This design comes from an exercise in tuning for small area, a short achievable clock period and few clock cycles per item on the open sky130 flow, not from production work. Only simulation tests tie the RTL to the original design; equivalence was not proved. No activity file was given, so power comes from the tool's default toggle rates.

==> flow/design.v <==
module mul_axil (
  input  logic        Clk,
  input  logic        arst_n,
  input  logic        s_awvalid,
  output logic        s_awready,
  input  logic [7:0]  s_awaddr,
  input  logic        s_wvalid,
  output logic        s_wready,
  input  logic [31:0] s_wdata,
  input  logic [3:0]  s_wstrb,
  output logic        s_bvalid,
  input  logic        s_bready,
  output logic [1:0]  s_bresp,
  input  logic        s_arvalid,
  output logic        s_arready,
  input  logic [7:0]  s_araddr,
  output logic        s_rvalid,
  input  logic        s_rready,
  output logic [31:0] s_rdata,
  output logic [1:0]  s_rresp
);
  logic        bvalid, rvalid;
  logic        bresp_err;
  logic [31:0] rdata;
  logic [15:0] opa, opb;
  logic wr_fire, rd_fire, ctrl_go;
  logic aw_a, aw_b, aw_c;
  assign wr_fire = s_awvalid & s_wvalid & ~bvalid;
  assign rd_fire = s_arvalid & ~rvalid;
  assign aw_a = (s_awaddr == 8'h00);
  assign aw_b = (s_awaddr == 8'h04);
  assign aw_c = (s_awaddr == 8'h08);
  assign ctrl_go = wr_fire & aw_c & s_wstrb[0] & s_wdata[0];
  always_ff @(posedge Clk or negedge arst_n) begin
    if (!arst_n) begin
      opa <= '0;
      opb <= '0;
    end else begin
      if (wr_fire & aw_a & s_wstrb[0]) opa[7:0]  <= s_wdata[7:0];
      if (wr_fire & aw_a & s_wstrb[1]) opa[15:8] <= s_wdata[15:8];
      if (wr_fire & aw_b & s_wstrb[0]) opb[7:0]  <= s_wdata[7:0];
      if (wr_fire & aw_b & s_wstrb[1]) opb[15:8] <= s_wdata[15:8];
    end
  end
  logic        busy;           
  logic        fin;            
  logic [1:0]  cnt;            
  logic [3:0]  dig;            
  logic [15:0] hs, hc;
  logic [3:0]  ps, pc;
  logic [19:0] hi;
  logic [11:0] lo;
  logic        done;
  logic        has;            
  function automatic logic [39:0] csa(input logic [19:0] x, input logic [19:0] y,
                                      input logic [19:0] z);
    logic [19:0] s, c;
    s = x ^ y ^ z;
    c = ((x & y) | (x & z) | (y & z)) << 1;
    csa = {s, c};
  endfunction
  logic [4:0]  pr;
  logic [19:0] r0, r1, r2, r3, r4, r5;
  logic [19:0] s1, c1, s2, c2, s3, c3, sn, cn;
  assign pr = {1'b0, ps} + {1'b0, pc};
  assign r0 = {4'h0, hs & {16{busy}}};
  assign r1 = {4'h0, hc & {16{busy}}};
  assign r2 = {4'h0, opb & {16{dig[0]}}};
  assign r3 = {3'h0, opb & {16{dig[1]}}, pr[4] & busy};
  assign r4 = {2'h0, opb & {16{dig[2]}}, 2'h0};
  assign r5 = {1'h0, opb & {16{dig[3]}}, 3'h0};
  assign {s1, c1} = csa(r0, r1, r2);
  assign {s2, c2} = csa(r3, r4, r5);
  assign {s3, c3} = csa(s1, c1, s2);
  assign {sn, cn} = csa(s3, c3, c2);
  always_ff @(posedge Clk) begin
    hs <= sn[19:4];
    hc <= cn[19:4];
    ps <= sn[3:0];
    pc <= cn[3:0];
  end
  always_ff @(posedge Clk) begin
    if (busy) begin
      lo <= {pr[3:0], lo[11:4]};
    end
    if (fin) begin
      hi <= {hs, ps} + {hc, pc};
    end
  end
  always_ff @(posedge Clk or negedge arst_n) begin
    if (!arst_n) begin
      cnt  <= '0;
      busy <= 1'b0;
      fin  <= 1'b0;
      done <= 1'b0;
      has  <= 1'b0;
    end else begin
      if (ctrl_go | busy) begin
        cnt <= cnt + 2'd1;
      end
      if (ctrl_go) begin
        busy <= 1'b1;
        has  <= 1'b1;
      end else if (cnt == 2'd3) begin
        busy <= 1'b0;
      end
      fin <= busy & (cnt == 2'd3);
      if (ctrl_go) begin
        done <= 1'b0;
      end else if (busy & (cnt == 2'd1)) begin
        done <= 1'b1;
      end
    end
  end
  always_ff @(posedge Clk) begin
    if (busy) begin
      case (cnt)
        2'd1:    dig <= opa[11:8];
        2'd2:    dig <= opa[15:12];
        default: dig <= opa[3:0];
      endcase
    end else begin
      dig <= ctrl_go ? opa[7:4] : opa[3:0];
    end
  end
  logic sel_a, sel_b, sel_p, st_done, rd_err;
  logic [7:0] ra;
  assign ra = s_araddr;
  always_ff @(posedge Clk or negedge arst_n) begin
    if (!arst_n) begin
      bvalid <= 1'b0;
      rvalid <= 1'b0;
    end else begin
      if (wr_fire)       bvalid <= 1'b1;
      else if (s_bready) bvalid <= 1'b0;
      if (rd_fire)       rvalid <= 1'b1;
      else if (s_rready) rvalid <= 1'b0;
    end
  end
  always_ff @(posedge Clk) begin
    if (!bvalid) bresp_err <= ~(aw_a | aw_b | aw_c);
    if (!rvalid) begin
      sel_a   <= (ra == 8'h00);
      sel_b   <= (ra == 8'h04);
      sel_p   <= (ra == 8'h10) & ~busy & has;
      st_done <= (ra == 8'h0C) & done;
      rd_err  <= ~((ra == 8'h00) | (ra == 8'h04) | (ra == 8'h08) | (ra == 8'h0C)
                   | (ra == 8'h10));
    end
  end
  assign rdata = ({32{sel_p}} & {hi, lo})
               | {16'h0, {16{sel_a}} & opa}
               | {16'h0, {16{sel_b}} & opb}
               | {31'h0, st_done};
  assign s_awready = ~bvalid;
  assign s_wready  = ~bvalid;
  assign s_bvalid  = bvalid;
  assign s_bresp   = {bresp_err, 1'b0};
  assign s_arready = ~rvalid;
  assign s_rvalid  = rvalid;
  assign s_rdata   = rdata;
  assign s_rresp   = {rd_err, 1'b0};
endmodule
==> flow/flow/run.sh <==
#!/bin/bash
# Standard layout, with plain buffers on the ports and resizing not tied to
# cell footprints. Each step's own log is also kept under orfs/logs/.
set -euo pipefail
bash standard.sh \
  "BUFFER_PORTS_ARGS=-buffer_cell sky130_fd_sc_hd__buf_1" \
  MATCH_CELL_FOOTPRINT=0 \
  finish > standard.log 2>&1
==> flow/standard.sh <==
#!/bin/bash
# synth_recipe.tcl (not shown) runs the flow's synth.tcl, then flattens the netlist and writes it again
# the make line also repeats each setting of config.mk as NAME=value (left out here)
make -C /OpenROAD-flow-scripts/flow DESIGN_CONFIG=/design/flow/config.mk WORK_HOME=/design/flow/orfs CLKGATE_MAP_FILE= SYNTH_SCRIPT=/design/flow/synth_recipe.tcl "${@:-finish}"
==> flow/config.mk <==
export PLATFORM = sky130hd
export DESIGN_NAME = mul_axil
export DESIGN_NICKNAME = mul_axil
export VERILOG_FILES = /design/flow/design.v
export SDC_FILE = /design/flow/constraint.sdc
export NUM_CORES = 4
export LEC_CHECK = 0
export CAP_MARGIN = 20
export CORE_MARGIN = 2
export CORE_UTILIZATION = 60
export CTS_BUF_LIST = sky130_fd_sc_hd__clkbuf_4 sky130_fd_sc_hd__clkbuf_8
export CTS_CLUSTER_SIZE = 30
export SETUP_SLACK_MARGIN = 0.8
export SLEW_MARGIN = 20
==> flow/constraint.sdc <==
create_clock -name core_clock -period 3.2 [get_ports {Clk}]
set_input_delay 0.6400 -clock core_clock [delete_from_list [all_inputs] [get_ports {Clk}]]
set_output_delay 0.6400 -clock core_clock [all_outputs]
set_load 0.01 [all_outputs]
==> results of run 1 <==
worst max-delay path, cell delays in order, from the launching register on:
cell     delay, ns
dfrtp_1       0.44
and2_1        0.18
fa_1          0.53
inv_1         0.05
fa_1          0.53
inv_1         0.05
fa_1          0.42
area by class of cell:
cell class	instances	share of cell area (%)
multi-input cells	418	45.7
flip-flops and latches	119	37.4
repair buffers	89	5.34
clock buffers	24	3.76
inverters	72	3.40
well taps	143	2.25
clock inverters	8	2.12
Yosys cell counts (all sizes together) (9+ instances only):
cell    instances
xnor2           9
nor2           24
ha             28
inv            72
nand3          12
edfxtp         38
nand2         104
dfrtp          40
and2           36
dfxtp          41
o21ai          13
fa             60
a21oi          10
mux2           32
a222oi         15
clkbuf         16
worst min-delay path by stage:
stage / depth (start not counted) / end / slack [ns] / start
after floorplan: 0 / busy / 0.34 / arst_n
after global placement: 0 / lo[9] / 0.42 / ps[1]
after detailed placement: 0 / lo[9] / 0.42 / ps[1]
after CTS: 2 / rvalid / 0.33 / s_rready
after global routing: 2 / rvalid / 0.37 / s_rready
final: 1 / done / 0.32 / arst_n
timing repair:
action                     in CTS  in global routing
gates resized for setup         8                  8
setup endpoints to repair      64                 15
hold buffers                    0                  0
pin swaps                       1                  4
setup buffers                   7                  1
report_power, final:
group	internal [W]	leakage, nW	switching (W)
clock network	0.00101	0.240	0.000600
logic	0.0000811	2.05	0.000128
registers	0.00158	1.20	0.0000249
layer usage:
metal | vias up | share of wire, % | track usage, %
met4 | 0 | 2.0 | 11.4
met5 | - | 0 | 0
met3 | 25 | 7.3 | 6.70
met2 | 176 | 50 | 42.3
li1 | 2304 | - | -
met1 | 2490 | 41 | 33.1
kinds of logic after synthesis:
family	count (synthesis)	share of synthesized area (%)
XOR/XNOR	13	1.64
multiplexers	33	5.34
AND/OR/NAND/NOR	204	13.9
buffers and inverters	94	5.37
AO/OA/AOI/OAI	78	8.62
other	1	0.0541
flip-flops	119	42.7
adder cells (fa/ha/maj)	88	22.4
through the flow:
stage,util [%],hold slack (ns),cell area (um^2),total power [W]
6_report,70.0,0.320,7960,0.00342
5_1_grt,70.0,0.365,7960,0.00353
4_1_cts,69.7,0.327,7920,0.00345
3_5_place_dp,64.5,0.420,7330,0.00183
3_3_place_gp,64.5,0.420,7330,0.00182
2_1_floorplan,-,0.344,6970,0.00174
flip-flops by register name, indices dropped and copies added, names as in the netlist, 4 cells and up:
| register | count |
|---|---|
| hi | 20 |
| hc | 16 |
| opa | 16 |
| opb | 16 |
| hs | 15 |
| lo | 12 |
| dig | 4 |
| ps | 4 |
==> results by group, run 1 <==
Status
  – Status: timing/DRC/antenna clean

Pwr
  – Max VDD drop: 0.000397 V
  – Pleak: about 3.5 nW
  – PwrDens: ~430 mW/mm^2

Place
  – DP HPWL: 10.9 mm
  – Pre-CTS WS: 0.493 ns
  – Post-Place Cells: 833
  – Placer Congestion: between 0.8 and 0.9
  – Port buffer count: 79

Yosys
  – Mapped Avg Cell Area: 11.0 um^2
  – Post-synth cell types: 54
  – Sequential area share after synthesis: 42.7%
  – Synth Cell Area: between 0.006 and 0.007 mm^2
  – Syn. warnings: 1
  – Yosys top cell by area: fa_1
  – Share of the synthesized area in the top cell type: 17.3%
  – Post-synth ARST share: between 30% and 40%
  – Syn Inst Count: 630
  – Yosys reg bits: roughly 120
  – Synth area leaders: fa_1 (17%), edfxtp_1 (16%), dfrtp_1 (14%), dfxtp_1 (12%), nand2_1 (5.6%)
  – Number of enable flip-flop cells after synthesis: 38
  – Synth Flop Type: dfxtp_1

Global routing
  – Largest net degree at the start of global routing: 41
  – First-pass GRT wire length: around 25 mm
  – Total gr overflow: 0
  – GRT Util Overall: 25.9%
  – Initial antenna violation count: 0
  – Number of global-route vias before repair: 5043

Detailed routing
  – DRC viols: 0
  – Antenna Nets Post-Route: 0
  – Avg WL per Cell: 17.3 um
  – First DRT Iteration DRCs: 385
  – Pre-antenna DRT Iters: 7
  – Routed wire length: ~15 mm
  – Vias: 4995
  – Vias per cell: 5.72

STA
  – Fmax: 0.429 GHz
  – Setup TNS: 0 ns
  – Slew of the pin with the lowest slew margin: 1.01 ns
  – Clock period minus worst slack: 2.33 ns
  – Final Max Slew Viols: 0
  – Setup WS post-layout: 0.868 ns
  – Slew HR: 32.8%
  – Final Hold Viols: 0
  – Clock Skews: roughly 0.01 ns
  – Final setup fails: 0
  – Post-route clock period utilization: 72.9%
  – RSZ-0062 raised after global routing: true

Clock tree
  – Clock buffer depth: 2
  – H-tree levels: 4
  – CTS Sinks: 119
  – Number of CTS-inserted buffers: 17
  – CTS tree: built
  – Clock-pin transition on the worst setup and hold timing paths: 0.07 ns
  – CTS Root Cell: clkbuf_8
  – Clk latency of the worst-skew pair: 0.44 ns

Finish
  – Multi-input gate area: between 0.003 and 0.004 mm^2
  – Register area: 0.00298 mm^2
  – Ant diodes: 0
  – Layout cell share with drive strength beyond 1: between 10% and 20%
  – Final Non-Filler Cells: 873
  – Nets: 864
  – Commonest non-fill, non-tap cell in the layout: nand2_1
  – Most frequent cells in the layout: nand2_1 (103), buf_1 (78), inv_1 (72)
  – Syn-to-layout area delta: 14.7%
  – Filler Cell Count: about 850

Critical path
  – WP data arrival: 2.66 ns
  – Critical path class: register to register
  – Critical Path Fanout Max: 6
  – Startpoint type of the worst setup path: register
  – R2R cell count: 6
  – RR Endpoint: ps[3]
  – CP required: 3.52 ns
  – Critical Path Sink Type: register
  – Worst R2R Setup Slack: 0.87 ns
  – Worst Setup EP: ps[3]
  – Reg2reg start: opb[0]
  – Beginning of the critical path: opb[0]

Die
  – Core area: 0.0114 mm^2
  – Die area: 0.0124 mm^2
  – DIE HEIGHT: 112 um
  – I/O pin total: 100
  – Starting density of the core: roughly three fifths
  – Placement Rows: 39
  – Die Wd: 112 um

Job
  – Max cap viols: 0

Min path
  – Hold WC Path Type: primary input to async pin
Testbench counts, summed over its fixed seeds: cycles 5,120, items 512.
==> run 2: changes to the inputs <==
--- a/flow/config.mk
+++ b/flow/config.mk
@@ -9,6 +9,6 @@
 export CORE_MARGIN = 2
 export CORE_UTILIZATION = 60
 export CTS_BUF_LIST = sky130_fd_sc_hd__clkbuf_4 sky130_fd_sc_hd__clkbuf_8
-export CTS_CLUSTER_SIZE = 30
+export PLACE_DENSITY = 0.5
 export SETUP_SLACK_MARGIN = 0.8
 export SLEW_MARGIN = 20
==> results by group, run 2 <==
Clock tree
  – Clk latency of the worst-skew pair: 0.44 ns (about the same)
  – Clock-pin transition on the worst setup and hold timing paths: 0.07 ns (about the same)
  – CTS Sinks: 119 (unchanged)
  – Clock buffer depth: 2 (unchanged)
  – CTS Root Cell: clkbuf_8 (unchanged)
  – H-tree levels: 4 (unchanged)
  – CTS tree: built (unchanged)
  – Number of CTS-inserted buffers: 17 (unchanged)
  – Post-CTS Hold Fix Bufs: 0 (unchanged)

Yosys
  – Mapped Avg Cell Area: 11.0 um^2 (unchanged)
  – Post-synthesis adder-cell area fraction: 22.4% (unchanged)
  – Compound-Gate Fraction of Synth Area: 8.62% (unchanged)
  – Synth Area in XOR/XNOR: 1.64% (unchanged)
  – Sequential area share after synthesis: 42.7% (unchanged)
  – Synth top cells by count: nand2_1 (104), inv_1 (72), fa_1 (60), dfxtp_1 (41), dfrtp_1 (40) (unchanged)
  – Synth Cell Area: 0.00694 mm^2 (unchanged)
  – Syn. warnings: 1 (unchanged)
  – Synth area leaders: fa_1 (17%), edfxtp_1 (16%), dfrtp_1 (14%), dfxtp_1 (12%), nand2_1 (5.6%) (unchanged)
  – Largest family of logic cells by synthesized area: adder cells (unchanged)
  – Post-synth cell types: 54 (unchanged)
  – Yosys reg bits: 119 (unchanged)
  – Number of enable flip-flop cells after synthesis: 38 (unchanged)
  – Share of the synthesized area in the top cell type: 17.3% (unchanged)
  – Syn Inst Count: 630 (unchanged)
  – Yosys top cell by area: fa_1 (unchanged)
  – Synth Flop Type: dfxtp_1 (unchanged)
  – Post-synth ARST share: 33.6% (unchanged)
  – Most numerous cell in the Yosys netlist: nand2_1 (unchanged)
  – Post-synthesis mux area share: 5.34% (unchanged)
  – Simple-gate area share of the yosys netlist: 13.9% (unchanged)

STA
  – Post-route clock period utilization: 72.9% (unchanged)
  – Final setup fails: 0 (unchanged)
  – RSZ-0062 raised after global routing: true (unchanged)
  – Clock period minus worst slack: 2.33 ns (unchanged)
  – Minimum hold slack: 0.320 ns (unchanged)
  – Fmax: 0.429 GHz (unchanged)
  – Final Max Slew Viols: 0 (unchanged)
  – Clock Skews: 0.00996 ns (unchanged)
  – Final Hold Viols: 0 (unchanged)
  – Slew of the pin with the lowest slew margin: 1.01 ns (unchanged)
  – Setup TNS: 0 ns (unchanged)
  – Slew HR: 32.8% (unchanged)

Die
  – Die area: 0.0124 mm^2 (unchanged)
  – Die Wd: 112 um (unchanged)
  – Starting density of the core: 61.0% (unchanged)
  – Core area: 0.0114 mm^2 (unchanged)
  – Placement Rows: 39 (unchanged)
  – I/O pin total: 100 (unchanged)
  – DIE HEIGHT: 112 um (unchanged)

Detailed routing
  – Pre-antenna DRT Iters: 7 (unchanged)
  – First DRT Iteration DRCs: 385 (unchanged)
  – Avg WL per Cell: 17.3 um (unchanged)
  – Antenna Nets Post-Route: 0 (unchanged)
  – Vias: 4995 (unchanged)
  – DRC viols: 0 (unchanged)
  – Routed wire length: 15.1 mm (unchanged)
  – Vias per cell: 5.72 (unchanged)

Critical path
  – CP required: 3.52 ns (about the same)
  – Critical path class: register to register (unchanged)
  – WP data arrival: 2.66 ns (about the same)
  – Critical Path Sink Type: register (unchanged)
  – Critical Path Fanout Max: 6 (unchanged)
  – Startpoint type of the worst setup path: register (unchanged)

Pwr
  – Max VDD drop: 0.000397 V (unchanged)
  – PwrDens: 430 mW/mm^2 (unchanged)
  – Pwr Total: 0.00342 W (unchanged)
  – Pleak: 3.49 nW (unchanged)

Global routing
  – Total gr overflow: 0 (unchanged)
  – First-pass GRT wire length: 24.5 mm (unchanged)
  – Number of global-route vias before repair: 5043 (unchanged)
  – Largest net degree at the start of global routing: 41 (unchanged)
  – GRT Util Overall: 25.9% (unchanged)
  – Initial antenna violation count: 0 (unchanged)

Job
  – Max cap viols: 0 (unchanged)

Place
  – DP HPWL: 10.9 mm (unchanged)
  – Port buffer count: 79 (unchanged)
  – Placed instance area: 0.00733 mm^2 (unchanged)
  – Placer Congestion: 0.888 (unchanged)

Finish
  – Multi-input gate area: 0.00364 mm^2 (unchanged)
  – Final Core Density: 70.0% (unchanged)
  – Commonest non-fill, non-tap cell in the layout: nand2_1 (unchanged)
  – Nets: 864 (unchanged)
  – Filler Cell Count: 852 (unchanged)
  – Largest register FFs: 20 (unchanged)
  – Fin area: 0.00796 mm^2 (unchanged)
  – Syn-to-layout area delta: 14.7% (unchanged)
  – Ant diodes: 0 (unchanged)
  – Register area: 0.00298 mm^2 (unchanged)
  – Reg with most FFs: hi (unchanged)
  – Layout cell share with drive strength beyond 1: 12.9% (unchanged)
  – Most frequent cells in the layout: nand2_1 (103), buf_1 (78), inv_1 (72) (unchanged)

Min path
  – Hold WC Path Type: primary input to async pin (unchanged)

Status
  – Status: timing/DRC/antenna clean (unchanged)
run 2: cell counts in the layout (fill, tap and decap cells not counted):
No cell type changed its count.
run 2: routing by layer:
metal  vias to the layer above  part of all wire [%]  GRT usage (%)
li1                       2304                     -              -
met1                      2490                    41           33.1
met2                       176                    50           42.3
met3                        25                   7.3           6.70
met4                         0                   2.0           11.4
met5                         -                     0              0
run 2: metrics by stage:
step | cells | worst slack, ns
after global placement | 833 | 0.539
final | 873 | 0.868
after floorplan | 631 | 0.790
after global routing | 873 | 0.781
after detailed placement | 833 | 0.493
after CTS | 872 | 0.847
run 2: cell type report:
type	instances	area share, %
multi-input combinational	418	45.7
sequential	119	37.4
timing repair buffer	89	5.34
clock buffer	24	3.76
inverter	72	3.40
tap	143	2.25
clock inverter	8	2.12
run 2: path summary, 6_finish.rpt:
path / start / end / slack (ns) / cells past startpoint
max in group asynchronous: arst_n / busy / 2.23 / 1
worst max-delay path: opb[0] / ps[3] / 0.87 / 6
worst max register to register: opb[0] / ps[3] / 0.87 / 6
worst min-delay path: arst_n / done / 0.32 / 1
worst min register to register: ps[0] / lo[8] / 0.46 / 0
min in group core_clock: s_rready / rvalid / 0.35 / 2
run 2: worst max-delay path: stages, from the launching register on:
cell and delay (ns):
dfrtp_1 0.44, and2_1 0.18, fa_1 0.53, inv_1 0.05, fa_1 0.53, inv_1 0.05, fa_1 0.42
run 2: cells by family after synthesis:
kind of cell | Yosys count
simple gates | 204
flops | 119
buf+inv | 94
fa+ha+maj | 88
compound gates | 78
mux | 33
xor+xnor | 13
other cells | 1
run 2: report_power, final:
group          switching (W)  total, W  internal, W  leakage [nW]
logic               0.000128  0.000209    0.0000811          2.05
registers          0.0000249   0.00160      0.00158          1.20
clock network       0.000600   0.00161      0.00101         0.240
total               0.000753   0.00342      0.00267          3.49
run 2: repair_timing:
item,4_1_cts,5_1_grt
setup buffers,7,1
endpoints found under the setup margin,64,15
pin swaps,1,4
cloned,0,0
endpoints found under the hold margin,0,0
gates resized for setup,8,8
==> run 3: changes to the inputs <==
--- a/flow/config.mk
+++ b/flow/config.mk
@@ -9,6 +9,6 @@
 export CORE_MARGIN = 2
 export CORE_UTILIZATION = 60
 export CTS_BUF_LIST = sky130_fd_sc_hd__clkbuf_4 sky130_fd_sc_hd__clkbuf_8
-export PLACE_DENSITY = 0.5
+export PLACE_DENSITY = 0.7
 export SETUP_SLACK_MARGIN = 0.8
 export SLEW_MARGIN = 20
==> results by group, run 3 <==
Yosys
  – Most numerous cell in the Yosys netlist: nand2_1 (unchanged)
  – Post-synthesis adder-cell area fraction: 22.4% (unchanged)
  – Yosys top cell by area: fa_1 (unchanged)
  – Post-synth cell types: 54 (unchanged)
  – Sequential area share after synthesis: 42.7% (unchanged)
  – Yosys reg bits: 119 (unchanged)
  – Mapped Avg Cell Area: 11.0 um^2 (unchanged)
  – Share of the synthesized area in the top cell type: 17.3% (unchanged)
  – Synth Cell Area: 0.00694 mm^2 (unchanged)
  – Synth Flop Type: dfxtp_1 (unchanged)
  – Syn. warnings: 1 (unchanged)
  – Synth top cells by count: nand2_1 (104), inv_1 (72), fa_1 (60), dfxtp_1 (41), dfrtp_1 (40) (unchanged)
  – Synth Area in XOR/XNOR: 1.64% (unchanged)
  – Post-synthesis mux area share: 5.34% (unchanged)
  – Simple-gate area share of the yosys netlist: 13.9% (unchanged)
  – Synth area leaders: fa_1 (17%), edfxtp_1 (16%), dfrtp_1 (14%), dfxtp_1 (12%), nand2_1 (5.6%) (unchanged)
  – Largest family of logic cells by synthesized area: adder cells (unchanged)
  – Compound-Gate Fraction of Synth Area: 8.62% (unchanged)
  – Post-synth ARST share: 33.6% (unchanged)
  – Syn Inst Count: 630 (unchanged)
  – Number of enable flip-flop cells after synthesis: 38 (unchanged)

Place
  – Port buffer count: 79 (unchanged)
  – Placer Congestion: 0.885 (was 0.888)
  – DP HPWL: 10.8 mm (was 10.9 mm)
  – Placed instance area: 0.00733 mm^2 (unchanged)

Pwr
  – Pleak: 3.44 nW (was 3.49 nW)
  – Pwr Total: 0.00326 W (was 0.00342 W)
  – Max VDD drop: 0.000342 V (was 0.000397 V)
  – PwrDens: 413 mW/mm^2 (was 430 mW/mm^2)

Detailed routing
  – Avg WL per Cell: 17.1 um (was 17.3 um)
  – Routed wire length: 14.9 mm (was 15.1 mm)
  – Antenna Nets Post-Route: 0 (unchanged)
  – Vias per cell: 5.63 (was 5.72)
  – DRC viols: 0 (unchanged)
  – First DRT Iteration DRCs: 380 (was 385)
  – Pre-antenna DRT Iters: 7 (unchanged)
  – Vias: 4903 (was 4995)

Critical path
  – RR Endpoint: ps[3] (unchanged)
  – Critical Path Sink Type: primary output (was register)
  – Critical Path Fanout Max: 17 (was 6)
  – R2R cell count: 6 (unchanged)
  – Startpoint type of the worst setup path: register (unchanged)
  – Reg2reg start: opb[0] (unchanged)
  – Worst R2R Setup Slack: 0.87 ns (about the same)
  – WP data arrival: 1.74 ns (was 2.66 ns)
  – Critical path class: register to primary output (was register to register)
  – Beginning of the critical path: sel_p (was opb[0])
  – CP required: 2.56 ns (was 3.52 ns)

STA
  – Clock Skews: 0.0106 ns (was 0.00996 ns)
  – Post-route clock period utilization: 74.3% (was 72.9%)
  – Setup TNS: 0 ns (unchanged)
  – Clock period minus worst slack: 2.38 ns (was 2.33 ns)
  – Final Hold Viols: 0 (unchanged)
  – Slew of the pin with the lowest slew margin: 1.00 ns (was 1.01 ns)
  – Final setup fails: 0 (unchanged)
  – Slew HR: 33.2% (was 32.8%)
  – Final Max Slew Viols: 0 (unchanged)
  – RSZ-0062 raised after global routing: true (unchanged)
  – Fmax: 0.421 GHz (was 0.429 GHz)

Global routing
  – Number of global-route vias before repair: 5095 (was 5043)
  – Initial antenna violation count: 1 (was 0)
  – First-pass GRT wire length: 24.7 mm (was 24.5 mm)
  – Largest net degree at the start of global routing: 41 (unchanged)
  – Total gr overflow: 0 (unchanged)
  – GRT Util Overall: 25.7% (was 25.9%)

Finish
  – Reg with most FFs: hi (unchanged)
  – Nets: 862 (was 864)
  – Syn-to-layout area delta: 13.8% (was 14.7%)
  – Layout cell share with drive strength beyond 1: 12.9% (about the same)
  – Commonest non-fill, non-tap cell in the layout: nand2_1 (unchanged)
  – Final Core Density: 69.4% (was 70.0%)
  – Largest register FFs: 20 (unchanged)
  – Filler Cell Count: 880 (was 852)
  – Most frequent cells in the layout: nand2_1 (103), buf_1 (77), inv_1 (72) (was nand2_1 (103), buf_1 (78), inv_1 (72))
  – Fin area: 0.00789 mm^2 (was 0.00796 mm^2)
  – Ant diodes: 0 (unchanged)

Clock tree
  – CTS Root Cell: clkbuf_8 (unchanged)
  – Clk latency of the worst-skew pair: 0.45 ns (was 0.44 ns)
  – CTS Sinks: 119 (unchanged)
  – Clock-pin transition on the worst setup and hold timing paths: 0.07 ns (about the same)
  – Post-CTS Hold Fix Bufs: 0 (unchanged)
  – Clock buffer depth: 2 (unchanged)
  – Number of CTS-inserted buffers: 17 (unchanged)
  – H-tree levels: 4 (unchanged)
  – CTS tree: built (unchanged)

Die
  – Core area: 0.0114 mm^2 (unchanged)
  – DIE HEIGHT: 112 um (unchanged)
  – Die Wd: 112 um (unchanged)
  – I/O pin total: 100 (unchanged)
  – Placement Rows: 39 (unchanged)
  – Starting density of the core: 61.0% (unchanged)
  – Die area: 0.0124 mm^2 (unchanged)

Min path
  – Hold WC Path Type: primary input to async pin (unchanged)

Status
  – Status: timing/DRC/antenna clean (unchanged)

Job
  – Max cap viols: 0 (unchanged)
## run 3: changes by cell type in the layout (fill, tap and decap cells not counted), moves of 2 or more
cell	change
clkbuf_4	-4
inv_6	+2
bufinv_16	-2
clkinvlp_4	+3
buf_4	-2
clkinv_2	+3
## run 3: cell families (layout without fill, tap and decap cells)
| group | Yosys count | count (layout) |
|---|---|---|
| AO/OA/AOI/OAI | 78 | 78 |
| buffers and inverters | 94 | 191 |
| XOR/XNOR | 13 | 13 |
| AND/OR/NAND/NOR | 204 | 204 |
| other | 1 | 2 |
| adder cells (fa/ha/maj) | 88 | 88 |
| flip-flops | 119 | 119 |
| multiplexers | 33 | 33 |
## run 3: critical path, stage by stage, from the launching register on
cell	delay, ns
edfxtp_1	0.42
buf_12	0.18
a222oi_1	0.46
inv_1	0.08
buf_1	0.14
## run 3: layout make-up
class                           count  area, um^2  share of cell area (%)
Timing Repair Buffer               87         408                    5.17
Clock inverter                     12         149                    1.89
Tap cell                          143         179                    2.27
Inverter                           72         270                    3.42
Sequential cell                   119        2980                    37.7
Clock buffer                       20         269                    3.41
Multi-Input combinational cell    418        3640                    46.1
## run 3: timing repair
item,in CTS,in global routing
resized for setup,8,9
setup buffers,5,1
pin swaps,1,2
setup endpoints to repair,63,18
## run 3: metal layers
layer	vias up	GRT usage (%)	share of wire, %
met5	-	0	0
met4	0	9.14	1.6
met3	17	5.06	6.0
met2	162	42.5	49
met1	2426	34.3	43
li1	2298	-	-
## run 3: worst max path at each step
stage | to | slack (ns) | cells after the start
2_1_floorplan | ps[3] | 0.79 | 7
3_3_place_gp | opb[3] | 0.58 | 5
6_report | s_rdata[9] | 0.82 | 4
5_1_grt | hi[16] | 0.78 | 7
3_5_place_dp | opb[5] | 0.51 | 5
4_1_cts | hi[16] | 0.82 | 7
## run 3: through the flow
step | cells | worst slack, ns | hold WS [ns]
CTS | 870 | 0.819 | 0.333
detailed placement | 833 | 0.511 | 0.419
global route | 871 | 0.778 | 0.347
global placement | 833 | 0.581 | 0.428
finish | 871 | 0.823 | 0.326
floorplan | 631 | 0.790 | 0.344
## run 3: where the power goes
part	switching, W	internal [W]
Combinational	0.000131	0.0000830
Clock	0.000628	0.000817
Sequential	0.0000241	0.00158
==> run 4: changes to the inputs <==
--- a/flow/config.mk
+++ b/flow/config.mk
@@ -7,8 +7,7 @@
 export LEC_CHECK = 0
 export CAP_MARGIN = 20
 export CORE_MARGIN = 2
-export CORE_UTILIZATION = 60
+export CORE_UTILIZATION = 55
 export CTS_BUF_LIST = sky130_fd_sc_hd__clkbuf_4 sky130_fd_sc_hd__clkbuf_8
-export PLACE_DENSITY = 0.7
 export SETUP_SLACK_MARGIN = 0.8
 export SLEW_MARGIN = 20
==> results by group, run 4 <==
Critical path
  – Reg2reg start: ps[2] (was opb[0])
  – WP buf/inv: 4 (was 3)
  – Critical path class: register to primary output (unchanged)
  – Crit-path most repeated cell: buf_12
  – Worst Setup EP: s_rdata[13] (was s_rdata[9])
  – WP data arrival: 1.69 ns (was 1.74 ns)
  – Top Family by Delay on Critical Path: buffers and inverters (was compound AO/OA/AOI/OAI gates)
  – Crit path depth: 5 (was 4)
  – Critical Path Fanout Max: 14 (was 17)
  – Cell breakdown of the critical path: buf_12 -> buf_12 -> a222oi_1 -> inv_1 -> buf_1 (was buf_12 -> a222oi_1 -> inv_1 -> buf_1)
  – R2R cell count: 7 (was 6)
  – Worst stage delay on the critical path: 0.43 ns (was 0.46 ns)
  – Startpoint type of the worst setup path: register (unchanged)
  – Beginning of the critical path: sel_p (unchanged)
  – Max stage delay cell, worst path: edfxtp_1 (was a222oi_1)
  – RR Endpoint: hi[16] (was ps[3])
  – CP required: 2.56 ns (about the same)
  – Worst R2R Setup Slack: 0.87 ns (about the same)
  – Critical Path Sink Type: primary output (unchanged)

Pwr
  – Seq pwr share: 51.5% (was 49.1%)
  – Clock power frac: 41.4% (was 44.3%)
  – PwrDens: 391 mW/mm^2 (was 413 mW/mm^2)
  – Combinational power share: 7.1% (was 6.6%)
  – Net Sw Power: 0.000809 W (was 0.000783 W)
  – Pleak: 3.44 nW (about the same)
  – Max VDD drop: 0.000296 V (was 0.000342 V)
  – Pint: 0.00230 W (was 0.00248 W)
  – Net switching fraction of the power: 26.0% (was 24.0%)

Yosys
  – Synth Flop Type: dfxtp_1 (unchanged)
  – Number of enable flip-flop cells after synthesis: 38 (unchanged)
  – Sequential area share after synthesis: 42.7% (unchanged)
  – Yosys reg bits: 119 (unchanged)
  – Most numerous cell in the Yosys netlist: nand2_1 (unchanged)
  – Synth area leaders: fa_1 (17%), edfxtp_1 (16%), dfrtp_1 (14%), dfxtp_1 (12%), nand2_1 (5.6%) (unchanged)
  – Post-synth ARST share: 33.6% (unchanged)
  – Synth Cell Area: 0.00694 mm^2 (unchanged)
  – Synth top cells by count: nand2_1 (104), inv_1 (72), fa_1 (60), dfxtp_1 (41), dfrtp_1 (40) (unchanged)
  – Syn. warnings: 1 (unchanged)
  – Yosys top cell by area: fa_1 (unchanged)
  – Syn Inst Count: 630 (unchanged)
  – Mapped Avg Cell Area: 11.0 um^2 (unchanged)
  – Post-synth cell types: 54 (unchanged)
  – Share of the synthesized area in the top cell type: 17.3% (unchanged)

Detailed routing
  – First DRT Iteration DRCs: 386 (was 380)
  – Pre-antenna DRT Iters: 5 (was 7)
  – Vias per cell: 5.49 (was 5.63)
  – Avg WL per Cell: 17.0 um (was 17.1 um)
  – Vias: 4967 (was 4903)
  – DRC viols: 0 (unchanged)
  – Routed wire length: 15.3 mm (was 14.9 mm)
  – Antenna Nets Post-Route: 0 (unchanged)

Global routing
  – Number of global-route vias before repair: 4920 (was 5095)
  – GRT Util Overall: 24.2% (was 25.7%)
  – First-pass GRT wire length: 24.3 mm (was 24.7 mm)
  – Initial antenna violation count: 0 (was 1)
  – Largest net degree at the start of global routing: 32 (was 41)
  – Total gr overflow: 0 (unchanged)

Die
  – Starting density of the core: 55.7% (was 61.0%)
  – Die area: 0.0135 mm^2 (was 0.0124 mm^2)
  – Die Wd: 116 um (was 112 um)
  – DIE HEIGHT: 116 um (was 112 um)
  – Placement Rows: 41 (was 39)
  – Core area: 0.0125 mm^2 (was 0.0114 mm^2)
  – I/O pin total: 100 (unchanged)

STA
  – Minimum hold slack: 0.291 ns (was 0.326 ns)
  – Final Max Slew Viols: 0 (unchanged)
  – Setup TNS: 0 ns (unchanged)
  – Fmax: 0.428 GHz (was 0.421 GHz)
  – Post-route clock period utilization: 73.0% (was 74.3%)
  – Final Hold Viols: 0 (unchanged)
  – Slew of the pin with the lowest slew margin: 1.08 ns (was 1.00 ns)
  – Clock period minus worst slack: 2.33 ns (was 2.38 ns)
  – Final setup fails: 0 (unchanged)
  – Slew HR: 28.3% (was 33.2%)
  – RSZ-0062 raised after global routing: true (unchanged)
  – Clock Skews: 0.0156 ns (was 0.0106 ns)

Finish
  – Ant diodes: 0 (unchanged)
  – Layout cell share with drive strength beyond 1: 13.4% (was 12.9%)
  – Most frequent cells in the layout: nand2_1 (103), buf_1 (78), inv_1 (72) (was nand2_1 (103), buf_1 (77), inv_1 (72))
  – Filler Cell Count: 1059 (was 880)
  – Nets: 866 (was 862)
  – Multi-input gate area: 0.00364 mm^2 (about the same)
  – Commonest non-fill, non-tap cell in the layout: nand2_1 (unchanged)
  – Register area: 0.00298 mm^2 (unchanged)
  – Reg with most FFs: hi (unchanged)
  – Syn-to-layout area delta: 14.4% (was 13.8%)
  – Largest register FFs: 20 (unchanged)

Clock tree
  – CTS Sinks: 119 (unchanged)
  – H-tree levels: 4 (unchanged)
  – Clk latency of the worst-skew pair: 0.44 ns (was 0.45 ns)
  – CTS tree: built (unchanged)
  – Clock-pin transition on the worst setup and hold timing paths: 0.08 ns (was 0.07 ns)
  – Post-CTS Hold Fix Bufs: 0 (unchanged)
  – Clock buffer depth: 2 (unchanged)
  – CTS Root Cell: clkbuf_8 (unchanged)
  – Number of CTS-inserted buffers: 17 (unchanged)

Min path
  – Hold WC Path Type: primary input to async pin (unchanged)

Place
  – Placer Congestion: 0.802 (was 0.885)
  – DP HPWL: 11.2 mm (was 10.8 mm)
  – Port buffer count: 79 (unchanged)

Job
  – Max cap viols: 0 (unchanged)

Status
  – Status: timing/DRC/antenna clean (unchanged)
run 4: cell types whose count changed in the layout (fill, tap and decap cells not counted), moves of 2 or more:
cell	delta
buf_4	+4
clkinv_4	+4
buf_6	-3
buf_12	+2
bufinv_16	-2
run 4: how the worst min path moves through the flow:
stage | to | slack, ns | cells after the start
2_1_floorplan | busy | 0.34 | 0
3_3_place_gp | lo[2] | 0.44 | 0
3_5_place_dp | lo[8] | 0.43 | 0
4_1_cts | opb[8] | 0.29 | 1
5_1_grt | opb[8] | 0.33 | 1
6_report | opb[8] | 0.29 | 1
run 4: power by group through the flow:
| stage | sequential [W] | clock (W) | combinational (W) |
|---|---|---|---|
| after detailed placement | 0.00166 | 0 | 0.000175 |
| after global placement | 0.00165 | 0 | 0.000172 |
| final | 0.00160 | 0.00129 | 0.000219 |
| after floorplan | 0.00163 | 0 | 0.000113 |
| after global routing | 0.00160 | 0.00138 | 0.000242 |
| after CTS | 0.00160 | 0.00132 | 0.000216 |
run 4: timing repair:
item,CTS,global route
gates cloned,0,0
resized for setup,8,9
pin swaps,1,4
endpoints found under the setup margin,63,18
setup buffers,5,4
run 4: stage by stage:
step	power [W]	worst slack, ns	instances	cell area (um^2)	util [%]
6_report	0.00311	0.866	904	7940	63.7
5_1_grt	0.00322	0.751	904	7940	63.7
3_5_place_dp	0.00183	0.489	863	7380	59.2
3_3_place_gp	0.00183	0.540	863	7380	59.2
4_1_cts	0.00313	0.830	900	7870	63.1
2_1_floorplan	0.00174	0.790	631	6970	-
run 4: final cells by class:
| cell class | count | share of cell area (%) |
|---|---|---|
| inverters | 72 | 3.40 |
| well taps | 172 | 2.71 |
| clock inverters | 14 | 1.59 |
| flip-flops and latches | 119 | 37.5 |
| clock buffers | 18 | 3.12 |
| repair buffers | 91 | 5.77 |
| multi-input cells | 418 | 45.9 |
run 4: per-layer routing:
layer	routed length (um)	global-route usage, %
met5	0	0
met4	123	7.38
met3	696	5.45
met2	7680	39.4
met1	6850	32.9
run 4: kinds of logic (layout without fill, tap and decap cells):
logic type,Yosys count,in the layout,share of synthesized area (%)
simple gates,204,204,13.9
flops,119,119,42.7
buf+inv,94,195,5.37
fa+ha+maj,88,88,22.4
compound gates,78,78,8.62
mux,33,33,5.34
xor+xnor,13,13,1.64
other cells,1,2,0.0541
==> run 5: changes to the inputs <==
--- a/flow/config.mk
+++ b/flow/config.mk
@@ -11,3 +11,4 @@
 export CTS_BUF_LIST = sky130_fd_sc_hd__clkbuf_4 sky130_fd_sc_hd__clkbuf_8
 export SETUP_SLACK_MARGIN = 0.8
 export SLEW_MARGIN = 20
+export TNS_END_PERCENT = 50
==> results by group, run 5 <==
Pwr
  – Max VDD drop: 0.000296 V (unchanged)
  – Pleak: 3.44 nW (unchanged)
  – PwrDens: 391 mW/mm^2 (unchanged)

STA
  – Slew of the pin with the lowest slew margin: 1.08 ns (unchanged)
  – Post-route clock period utilization: 73.0% (unchanged)
  – Slew HR: 28.3% (unchanged)
  – Minimum hold slack: 0.291 ns (unchanged)
  – RSZ-0062 raised after global routing: true (unchanged)
  – Setup TNS: 0 ns (unchanged)
  – Clock Skews: 0.0156 ns (unchanged)
  – Final Max Slew Viols: 0 (unchanged)
  – Final Hold Viols: 0 (unchanged)
  – Fmax: 0.428 GHz (unchanged)
  – Setup WS post-layout: 0.866 ns (unchanged)
  – Final setup fails: 0 (unchanged)
  – Clock period minus worst slack: 2.33 ns (unchanged)

Status
  – Status: timing/DRC/antenna clean (unchanged)

Yosys
  – Mapped Avg Cell Area: 11.0 um^2 (unchanged)
  – Yosys reg bits: 119 (unchanged)
  – Post-synth cell types: 54 (unchanged)
  – Synth area leaders: fa_1 (17%), edfxtp_1 (16%), dfrtp_1 (14%), dfxtp_1 (12%), nand2_1 (5.6%) (unchanged)
  – Most numerous cell in the Yosys netlist: nand2_1 (unchanged)
  – Synth Cell Area: 0.00694 mm^2 (unchanged)
  – Syn. warnings: 1 (unchanged)
  – Post-synth ARST share: 33.6% (unchanged)
  – Number of enable flip-flop cells after synthesis: 38 (unchanged)
  – Sequential area share after synthesis: 42.7% (unchanged)
  – Synth top cells by count: nand2_1 (104), inv_1 (72), fa_1 (60), dfxtp_1 (41), dfrtp_1 (40) (unchanged)
  – Share of the synthesized area in the top cell type: 17.3% (unchanged)
  – Syn Inst Count: 630 (unchanged)
  – Synth Flop Type: dfxtp_1 (unchanged)
  – Yosys top cell by area: fa_1 (unchanged)

Detailed routing
  – DRC viols: 0 (unchanged)
  – Vias: 4967 (unchanged)
  – Antenna Nets Post-Route: 0 (unchanged)
  – Avg WL per Cell: 17.0 um (unchanged)
  – Vias per cell: 5.49 (unchanged)
  – Routed wire length: 15.3 mm (unchanged)
  – First DRT Iteration DRCs: 386 (unchanged)
  – Pre-antenna DRT Iters: 5 (unchanged)

Place
  – DP HPWL: 11.2 mm (unchanged)
  – Placer Congestion: 0.802 (unchanged)
  – Placed instance area: 0.00738 mm^2 (unchanged)
  – Pre-CTS WS: 0.489 ns (unchanged)
  – Port buffer count: 79 (unchanged)

Finish
  – Layout cell share with drive strength beyond 1: 13.4% (unchanged)
  – Largest register FFs: 20 (unchanged)
  – Final Core Density: 63.7% (unchanged)
  – Register area: 0.00298 mm^2 (unchanged)
  – Syn-to-layout area delta: 14.4% (unchanged)
  – Filler Cell Count: 1059 (unchanged)
  – Fin area: 0.00794 mm^2 (unchanged)
  – Multi-input gate area: 0.00364 mm^2 (unchanged)
  – Ant diodes: 0 (unchanged)
  – Most frequent cells in the layout: nand2_1 (103), buf_1 (78), inv_1 (72) (unchanged)
  – Nets: 866 (unchanged)
  – Commonest non-fill, non-tap cell in the layout: nand2_1 (unchanged)
  – Reg with most FFs: hi (unchanged)

Clock tree
  – CTS tree: built (unchanged)
  – Clk latency of the worst-skew pair: 0.44 ns (about the same)
  – Clock-pin transition on the worst setup and hold timing paths: 0.08 ns (about the same)
  – Clock buffer depth: 2 (unchanged)
  – CTS Sinks: 119 (unchanged)
  – H-tree levels: 4 (unchanged)
  – CTS Root Cell: clkbuf_8 (unchanged)
  – Post-CTS Hold Fix Bufs: 0 (unchanged)
  – Number of CTS-inserted buffers: 17 (unchanged)

Die
  – I/O pin total: 100 (unchanged)
  – DIE HEIGHT: 116 um (unchanged)
  – Core area: 0.0125 mm^2 (unchanged)
  – Starting density of the core: 55.7% (unchanged)
  – Die Wd: 116 um (unchanged)
  – Die area: 0.0135 mm^2 (unchanged)
  – Placement Rows: 41 (unchanged)

Job
  – Max cap viols: 0 (unchanged)

Critical path
  – Startpoint type of the worst setup path: register (unchanged)
  – WP data arrival: 1.69 ns (about the same)
  – RR Endpoint: hi[16] (unchanged)
  – CP required: 2.56 ns (about the same)
  – Reg2reg start: ps[2] (unchanged)
  – Critical Path Sink Type: primary output (unchanged)
  – Critical path class: register to primary output (unchanged)
  – Worst R2R Setup Slack: 0.87 ns (about the same)
  – R2R cell count: 7 (unchanged)
  – Critical Path Fanout Max: 14 (unchanged)

Global routing
  – Most used routing layer: met2 (unchanged)
  – First-pass GRT wire length: 24.3 mm (unchanged)
  – Largest net degree at the start of global routing: 32 (unchanged)
  – Met2 Track Usage GR: 39.4% (unchanged)
  – GRT Util Overall: 24.2% (unchanged)
  – Total gr overflow: 0 (unchanged)
  – Initial antenna violation count: 0 (unchanged)
  – Number of global-route vias before repair: 4920 (unchanged)
  – Met3 Resource Use GR: 5.45% (unchanged)
  – Grt met1 use: 32.9% (unchanged)

Min path
  – Hold WC Path Type: primary input to async pin (unchanged)
-- run 5: metal layers --
metal	up-vias	routed length, um
met2	134	7680
met3	16	696
met5	-	0
met4	0	123
met1	2510	6850
li1	2307	-
-- run 5: cell families (layout without fill, tap and decap cells) --
family                     Yosys count  after routing  synth area share, %
buffers and inverters               94            195                 5.37
xor gates and xnor gates            13             13                 1.64
adders and majority gates           88             88                 22.4
DFF                                119            119                 42.7
AOI/OAI and AO/OA                   78             78                 8.62
muxes                               33             33                 5.34
and+or+nand+nor                    204            204                 13.9
other                                1              2               0.0541
-- run 5: per-stage QoR --
stage | instances | total power, W
final | 904 | 0.00311
after global routing | 904 | 0.00322
after CTS | 900 | 0.00313
after detailed placement | 863 | 0.00183
after global placement | 863 | 0.00183
after floorplan | 631 | 0.00174
-- run 5: critical path, cell delays in order (launching register included) --
cell	delay (ns)
edfxtp_1	0.43
buf_12	0.18
buf_12	0.13
a222oi_1	0.29
inv_1	0.08
buf_1	0.13
-- run 5: worst max-delay path by stage --
stage | slack, ns | end | startpoint
3_5_place_dp | 0.49 | hi[18] | ps[2]
2_1_floorplan | 0.79 | ps[3] | busy
3_3_place_gp | 0.54 | hi[16] | ps[2]
4_1_cts | 0.83 | s_rdata[11] | sel_p
6_report | 0.87 | s_rdata[13] | sel_p
5_1_grt | 0.75 | s_rdata[11] | sel_p
-- run 5: timing repair --
item,CTS,global route
cloned,0,0
gates resized for setup,8,9
pin swaps,1,4
setup endpoints to repair,63,18
buffers inserted,5,4
-- run 5: report_power, final --
group	internal (W)	switching, W	leakage, nW
combinational	0.0000869	0.000132	2.07
clock	0.000636	0.000651	0.179
sequential	0.00158	0.0000247	1.20
total	0.00230	0.000809	3.44
-- run 5: layout make-up --
cell class	instances	area share, %
clock buffers	18	3.12
clock inverters	14	1.59
inverters	72	3.40
multi-input cells	418	45.9
flip-flops and latches	119	37.5
well taps	172	2.71
repair buffers	91	5.77
==> run 6: changes to the inputs <==
--- a/flow/config.mk
+++ b/flow/config.mk
@@ -9,6 +9,6 @@
 export CORE_MARGIN = 2
 export CORE_UTILIZATION = 55
 export CTS_BUF_LIST = sky130_fd_sc_hd__clkbuf_4 sky130_fd_sc_hd__clkbuf_8
+export GPL_ROUTABILITY_DRIVEN = 0
 export SETUP_SLACK_MARGIN = 0.8
 export SLEW_MARGIN = 20
-export TNS_END_PERCENT = 50
==> results by group, run 6 <==
Clock tree
  – Clock-pin transition on the worst setup and hold timing paths: 0.08 ns (about the same)
  – CTS Root Cell: clkbuf_8 (unchanged)
  – Clock buffer depth: 2 (unchanged)
  – Number of CTS-inserted buffers: 17 (unchanged)
  – H-tree levels: 4 (unchanged)
  – CTS Sinks: 119 (unchanged)
  – CTS tree: built (unchanged)
  – Clk latency of the worst-skew pair: 0.44 ns (about the same)
  – Post-CTS Hold Fix Bufs: 0 (unchanged)

Finish
  – Layout cell share with drive strength beyond 1: 13.4% (unchanged)
  – Filler Cell Count: 1059 (unchanged)
  – Register area: 0.00298 mm^2 (unchanged)
  – Commonest non-fill, non-tap cell in the layout: nand2_1 (unchanged)
  – Syn-to-layout area delta: 14.4% (unchanged)
  – Fin area: 0.00794 mm^2 (unchanged)
  – Nets: 866 (unchanged)
  – Reg with most FFs: hi (unchanged)
  – Multi-input gate area: 0.00364 mm^2 (unchanged)
  – Most frequent cells in the layout: nand2_1 (103), buf_1 (78), inv_1 (72) (unchanged)
  – Ant diodes: 0 (unchanged)
  – Largest register FFs: 20 (unchanged)
  – Final Core Density: 63.7% (unchanged)

STA
  – Final setup fails: 0 (unchanged)
  – Slew HR: 28.3% (unchanged)
  – Fmax: 0.428 GHz (unchanged)
  – Clock Skews: 0.0156 ns (unchanged)
  – Clock period minus worst slack: 2.33 ns (unchanged)
  – Minimum hold slack: 0.291 ns (unchanged)
  – Setup TNS: 0 ns (unchanged)
  – Final Hold Viols: 0 (unchanged)
  – Final Max Slew Viols: 0 (unchanged)
  – Slew of the pin with the lowest slew margin: 1.08 ns (unchanged)
  – RSZ-0062 raised after global routing: true (unchanged)
  – Post-route clock period utilization: 73.0% (unchanged)

Critical path
  – CP required: 2.56 ns (about the same)
  – RR Endpoint: hi[16] (unchanged)
  – R2R cell count: 7 (unchanged)
  – Startpoint type of the worst setup path: register (unchanged)
  – Reg2reg start: ps[2] (unchanged)
  – Critical Path Sink Type: primary output (unchanged)
  – Critical path class: register to primary output (unchanged)
  – Critical Path Fanout Max: 14 (unchanged)
  – WP data arrival: 1.69 ns (about the same)
  – Worst R2R Setup Slack: 0.87 ns (about the same)

Place
  – Placed instance area: 0.00738 mm^2 (unchanged)
  – Port buffer count: 79 (unchanged)
  – DP HPWL: 11.2 mm (unchanged)

Yosys
  – Mapped Avg Cell Area: 11.0 um^2 (unchanged)
  – Synth top cells by count: nand2_1 (104), inv_1 (72), fa_1 (60), dfxtp_1 (41), dfrtp_1 (40) (unchanged)
  – Yosys reg bits: 119 (unchanged)
  – Post-synth ARST share: 33.6% (unchanged)
  – Synth area leaders: fa_1 (17%), edfxtp_1 (16%), dfrtp_1 (14%), dfxtp_1 (12%), nand2_1 (5.6%) (unchanged)
  – Syn Inst Count: 630 (unchanged)
  – Yosys top cell by area: fa_1 (unchanged)
  – Synth Cell Area: 0.00694 mm^2 (unchanged)
  – Number of enable flip-flop cells after synthesis: 38 (unchanged)
  – Synth Flop Type: dfxtp_1 (unchanged)
  – Most numerous cell in the Yosys netlist: nand2_1 (unchanged)
  – Share of the synthesized area in the top cell type: 17.3% (unchanged)
  – Syn. warnings: 1 (unchanged)
  – Sequential area share after synthesis: 42.7% (unchanged)
  – Post-synth cell types: 54 (unchanged)

Status
  – Status: timing/DRC/antenna clean (unchanged)

Detailed routing
  – DRC viols: 0 (unchanged)
  – Routed wire length: 15.3 mm (unchanged)
  – Avg WL per Cell: 17.0 um (unchanged)
  – Vias per cell: 5.49 (unchanged)
  – First DRT Iteration DRCs: 386 (unchanged)
  – Pre-antenna DRT Iters: 5 (unchanged)
  – Vias: 4967 (unchanged)
  – Antenna Nets Post-Route: 0 (unchanged)

Pwr
  – Max VDD drop: 0.000296 V (unchanged)
  – Pleak: 3.44 nW (unchanged)
  – PwrDens: 391 mW/mm^2 (unchanged)

Global routing
  – First-pass GRT wire length: 24.3 mm (unchanged)
  – Most used routing layer: met2 (unchanged)
  – Largest net degree at the start of global routing: 32 (unchanged)
  – Initial antenna violation count: 0 (unchanged)
  – Total gr overflow: 0 (unchanged)
  – Met2 Track Usage GR: 39.4% (unchanged)
  – Met3 Resource Use GR: 5.45% (unchanged)
  – Number of global-route vias before repair: 4920 (unchanged)
  – GRT Util Overall: 24.2% (unchanged)
  – Grt met1 use: 32.9% (unchanged)

Die
  – I/O pin total: 100 (unchanged)
  – Die area: 0.0135 mm^2 (unchanged)
  – Placement Rows: 41 (unchanged)
  – Starting density of the core: 55.7% (unchanged)
  – Die Wd: 116 um (unchanged)
  – Core area: 0.0125 mm^2 (unchanged)
  – DIE HEIGHT: 116 um (unchanged)

Min path
  – Hold WC Path Type: primary input to async pin (unchanged)

Job
  – Max cap viols: 0 (unchanged)
run 6: cell counts after synthesis:
Identical to the previous run, type by type.
run 6: kinds of logic (layout without fill, tap and decap cells):
logic type / count (synthesis) / after routing / share of synthesized area [%]
adder cells (fa/ha/maj): 88 / 88 / 22.4
flip-flops: 119 / 119 / 42.7
AO/OA/AOI/OAI: 78 / 78 / 8.62
XOR/XNOR: 13 / 13 / 1.64
other: 1 / 2 / 0.0541
buffers and inverters: 94 / 195 / 5.37
multiplexers: 33 / 33 / 5.34
AND/OR/NAND/NOR: 204 / 204 / 13.9
run 6: metrics by stage:
step,worst slack [ns],power (W),std cells
after global routing,0.751,0.00322,904
after detailed placement,0.489,0.00183,863
after global placement,0.540,0.00183,863
after CTS,0.830,0.00313,900
final,0.866,0.00311,904
after floorplan,0.790,0.00174,631
run 6: how the worst max path moves through the flow:
| stage | slack [ns] | end | start | depth (start not counted) |
|---|---|---|---|---|
| after floorplan | 0.79 | ps[3] | busy | 7 |
| after global placement | 0.54 | hi[16] | ps[2] | 7 |
| after detailed placement | 0.49 | hi[18] | ps[2] | 7 |
| after CTS | 0.83 | s_rdata[11] | sel_p | 4 |
| after global routing | 0.75 | s_rdata[11] | sel_p | 4 |
| final | 0.87 | s_rdata[13] | sel_p | 5 |
run 6: layer usage:
layer | vias to the layer above | routed length, um
met5 | - | 0
met4 | 0 | 123
met3 | 16 | 696
met2 | 134 | 7680
met1 | 2510 | 6850
li1 | 2307 | -
run 6: what timing repair did:
action	4_1_cts	5_1_grt
setup endpoints to repair	63	18
pin swaps	1	4
setup buffers	5	4
gates resized for setup	8	9
cloned	0	0
run 6: cell type report:
type                       instances  area share, %
inverter                          72           3.40
clock buffer                      18           3.12
clock inverter                    14           1.59
tap                              172           2.71
timing repair buffer              91           5.77
sequential                       119           37.5
multi-input combinational        418           45.9
run 6: power breakdown:
part	total, W	internal (W)	switching (W)
clock	0.00129	0.000636	0.000651
combinational	0.000219	0.0000869	0.000132
sequential	0.00160	0.00158	0.0000247
run 6: worst max-delay path: stages (launching register included):
cell,delay (ns)
edfxtp_1,0.43
buf_12,0.18
buf_12,0.13
a222oi_1,0.29
inv_1,0.08
buf_1,0.13
==> run 7: changes to the inputs <==
--- a/flow/config.mk
+++ b/flow/config.mk
@@ -7,8 +7,7 @@
 export LEC_CHECK = 0
 export CAP_MARGIN = 20
 export CORE_MARGIN = 2
-export CORE_UTILIZATION = 55
+export CORE_UTILIZATION = 65
 export CTS_BUF_LIST = sky130_fd_sc_hd__clkbuf_4 sky130_fd_sc_hd__clkbuf_8
-export GPL_ROUTABILITY_DRIVEN = 0
 export SETUP_SLACK_MARGIN = 0.8
 export SLEW_MARGIN = 20
==> results by group, run 7 <==
Detailed routing
  – First DRT Iteration DRCs: 402 (was 386)
  – DRC viols: 0 (unchanged)
  – Vias per cell: 5.73 (was 5.49)
  – Antenna Nets Post-Route: 0 (unchanged)
  – Avg WL per Cell: 17.5 um (was 17.0 um)
  – Routed wire length: 15.2 mm (was 15.3 mm)
  – Vias: 4988 (was 4967)
  – Pre-antenna DRT Iters: 7 (was 5)

Yosys
  – Mapped Avg Cell Area: 11.0 um^2 (unchanged)
  – Most numerous cell in the Yosys netlist: nand2_1 (unchanged)
  – Synth Cell Area: 0.00694 mm^2 (unchanged)
  – Post-synth ARST share: 33.6% (unchanged)
  – Number of enable flip-flop cells after synthesis: 38 (unchanged)
  – Synth area leaders: fa_1 (17%), edfxtp_1 (16%), dfrtp_1 (14%), dfxtp_1 (12%), nand2_1 (5.6%) (unchanged)
  – Post-synth cell types: 54 (unchanged)
  – Synth top cells by count: nand2_1 (104), inv_1 (72), fa_1 (60), dfxtp_1 (41), dfrtp_1 (40) (unchanged)
  – Yosys top cell by area: fa_1 (unchanged)
  – Yosys reg bits: 119 (unchanged)
  – Syn Inst Count: 630 (unchanged)
  – Syn. warnings: 1 (unchanged)
  – Share of the synthesized area in the top cell type: 17.3% (unchanged)
  – Sequential area share after synthesis: 42.7% (unchanged)
  – Synth Flop Type: dfxtp_1 (unchanged)

Critical path
  – CP required: 3.51 ns (was 2.56 ns)
  – Critical path class: register to register (was register to primary output)
  – Critical Path Sink Type: register (was primary output)
  – Critical Path Fanout Max: 10 (was 14)
  – Reg2reg start: busy (was ps[2])
  – R2R cell count: 6 (was 7)
  – Worst R2R Setup Slack: 0.87 ns (about the same)
  – RR Endpoint: hs[7] (was hi[16])
  – WP data arrival: 2.64 ns (was 1.69 ns)
  – Startpoint type of the worst setup path: register (unchanged)

Job
  – Max cap viols: 0 (unchanged)

Clock tree
  – CTS tree: built (unchanged)
  – CTS Root Cell: clkbuf_8 (unchanged)
  – H-tree levels: 4 (unchanged)
  – Clk latency of the worst-skew pair: 0.44 ns (about the same)
  – Number of CTS-inserted buffers: 17 (unchanged)
  – Clock-pin transition on the worst setup and hold timing paths: 0.07 ns (was 0.08 ns)
  – CTS Sinks: 119 (unchanged)
  – Post-CTS Hold Fix Bufs: 0 (unchanged)
  – Clock buffer depth: 2 (unchanged)

Global routing
  – Largest net degree at the start of global routing: 41 (was 32)
  – Total gr overflow: 0 (unchanged)
  – First-pass GRT wire length: 24.9 mm (was 24.3 mm)
  – Number of global-route vias before repair: 5158 (was 4920)
  – Initial antenna violation count: 0 (unchanged)
  – GRT Util Overall: 29.2% (was 24.2%)

Finish
  – Reg with most FFs: hi (unchanged)
  – Final Non-Filler Cells: 870 (was 904)
  – Most frequent cells in the layout: nand2_1 (102), buf_1 (77), inv_1 (72) (was nand2_1 (103), buf_1 (78), inv_1 (72))
  – Commonest non-fill, non-tap cell in the layout: nand2_1 (unchanged)
  – Layout cell share with drive strength beyond 1: 14.0% (was 13.4%)
  – Syn-to-layout area delta: 14.1% (was 14.4%)
  – Nets: 868 (was 866)
  – Largest register FFs: 20 (unchanged)
  – Ant diodes: 0 (unchanged)

STA
  – Final Max Slew Viols: 0 (unchanged)
  – Fmax: 0.430 GHz (was 0.428 GHz)
  – Slew of the pin with the lowest slew margin: 0.933 ns (was 1.08 ns)
  – Final Hold Viols: 0 (unchanged)
  – Slew HR: 37.8% (was 28.3%)
  – Setup WS post-layout: 0.872 ns (was 0.866 ns)
  – Clock period minus worst slack: 2.33 ns (about the same)
  – Clock Skews: 0.00913 ns (was 0.0156 ns)
  – Setup TNS: 0 ns (unchanged)
  – Post-route clock period utilization: 72.7% (was 73.0%)
  – Final setup fails: 0 (unchanged)
  – RSZ-0062 raised after global routing: true (unchanged)

Pwr
  – Max VDD drop: 0.000335 V (was 0.000296 V)
  – Pint: 0.00241 W (was 0.00230 W)
  – Net switching fraction of the power: 24.3% (was 26.0%)
  – Combinational power share: 6.7% (was 7.1%)
  – PwrDens: 402 mW/mm^2 (was 391 mW/mm^2)
  – Clock power frac: 42.9% (was 41.4%)
  – Pleak: 3.48 nW (was 3.44 nW)
  – Seq pwr share: 50.3% (was 51.5%)
  – Net Sw Power: 0.000772 W (was 0.000809 W)

Die
  – Placement Rows: 37 (was 41)
  – I/O pin total: 100 (unchanged)
  – Starting density of the core: 67.2% (was 55.7%)
  – Core area: 0.0103 mm^2 (was 0.0125 mm^2)
  – DIE HEIGHT: 107 um (was 116 um)
  – Die area: 0.0115 mm^2 (was 0.0135 mm^2)
  – Die Wd: 107 um (was 116 um)

Place
  – Port buffer count: 79 (unchanged)
  – Pre-CTS WS: 0.467 ns (was 0.489 ns)
  – Placer Congestion: 0.888
  – DP HPWL: 10.9 mm (was 11.2 mm)
  – Post-Place Cells: 825 (was 863)

Min path
  – Hold WC Path Type: primary input to async pin (unchanged)

Status
  – Status: timing/DRC/antenna clean (unchanged)
run 7: cell counts after synthesis:
Identical to the previous run, type by type.
run 7: stage by stage:
stage	hold slack, ns	utilization (%)	cell area, um^2	total power, W
6_report	0.313	76.7	7920	0.00318
5_1_grt	0.342	76.7	7920	0.00330
4_1_cts	0.339	76.0	7850	0.00320
3_5_place_dp	0.434	70.9	7320	0.00183
3_3_place_gp	0.434	70.9	7320	0.00182
2_1_floorplan	0.344	-	6970	0.00174
run 7: worst max-delay path by stage:
stage,startpoint,depth (start not counted),slack (ns),to
after CTS,ps[2],7,0.83,hi[16]
after global routing,sel_b,4,0.76,s_rdata[15]
after global placement,ps[2],7,0.55,hi[16]
final,busy,6,0.87,hs[7]
after detailed placement,ps[2],7,0.47,hi[16]
after floorplan,busy,7,0.79,ps[3]
run 7: layout make-up:
cell class	count	area, um^2
Multi-Input combinational cell	418	3640
Timing Repair Buffer	93	457
Clock inverter	11	121
Inverter	72	270
Tap cell	136	170
Fill cell	697	2410
Sequential cell	119	2980
Clock buffer	21	277
run 7: critical path, stage by stage, from the launching register on:
cell and delay (ns):
dfrtp_4 0.51, buf_12 0.16, nand2_1 0.09, fa_1 0.44, fa_1 0.49, inv_1 0.05
fa_1 0.44
run 7: kinds of logic (layout without fill, tap and decap cells):
family / after synthesis / count (layout) / synth area share [%]
compound gates: 78 / 78 / 8.62
xor+xnor: 13 / 13 / 1.64
fa+ha+maj: 88 / 88 / 22.4
buf+inv: 94 / 197 / 5.37
flops: 119 / 119 / 42.7
mux: 33 / 33 / 5.34
other cells: 1 / 2 / 0.0541
simple gates: 204 / 204 / 13.9
run 7: layer usage:
layer,GRT usage [%],vias to the layer above,wire length (um)
met3,8.05,18,1110
met5,0,-,0
li1,-,2313,-
met1,36.8,2462,6180
met4,9.83,0,208
met2,48.9,195,7720
run 7: timing repair:
| item | 4_1_cts | 5_1_grt |
|---|---|---|
| endpoints found under the setup margin | 64 | 12 |
| resized for setup | 8 | 11 |
| pin swaps | 1 | 5 |
| hold endpoints to repair | 0 | 0 |
| setup buffers | 8 | 5 |
run 7: power by group through the flow:
stage               Combinational (W)  Sequential [W]  Clock (W)
finish                       0.000214         0.00160    0.00137
global route                 0.000235         0.00160    0.00146
CTS                          0.000212         0.00160    0.00139
detailed placement           0.000169         0.00166          0
global placement             0.000164         0.00166          0
floorplan                    0.000113         0.00163          0

## re-timing with driven ports
The results above use ideal ports. As a check the final layouts listed here were re-extracted and re-timed, cells and wires unchanged.
Step 1: set_driving_cell puts a clkbuf_16 on Clk and a buf_2 on each other input, an assumption about the parent block.
Step 2 adds t to the input delays and takes it off the output delays; t is the mean of the earliest and latest rising clock arrival at the registers after step 1. Input paths then give back, and output paths get back, about the clock's delay inside the block.
Three values: no drivers, after step 1, after step 2; two values: the first two.
run | shift t [ns] | setup slack, ns | hold slack, ns | worst setup path after step 2 | latest minus earliest clock arrival (ns)
run 1 | 0.475 | 0.868 / 0.859 / 0.518 | 0.320 / 0.307 / 0.455 | input to register | 0.010 / 0.010
run 2 | 0.475 | 0.868 / 0.859 / 0.518 | 0.320 / 0.307 / 0.455 | input to register | 0.010 / 0.010
run 3 | 0.479 | 0.823 / 0.788 / 0.496 | 0.326 / 0.314 / 0.443 | input to register | 0.012 / 0.011
run 4 | 0.466 | 0.866 / 0.833 / 0.530 | 0.291 / 0.291 / 0.456 | input to register | 0.016 / 0.016
run 5 | 0.466 | 0.866 / 0.833 / 0.530 | 0.291 / 0.291 / 0.456 | input to register | 0.016 / 0.016
run 6 | 0.466 | 0.866 / 0.833 / 0.530 | 0.291 / 0.291 / 0.456 | input to register | 0.016 / 0.016
run 7 | 0.473 | 0.872 / 0.856 / 0.510 | 0.313 / 0.300 / 0.464 | input to register | 0.009 / 0.009
After both steps setup and hold are still met in every run listed. For run 7, which loses most, drivers alone change the setup slack by -0.016 ns; drivers and shift together by -0.362 ns.
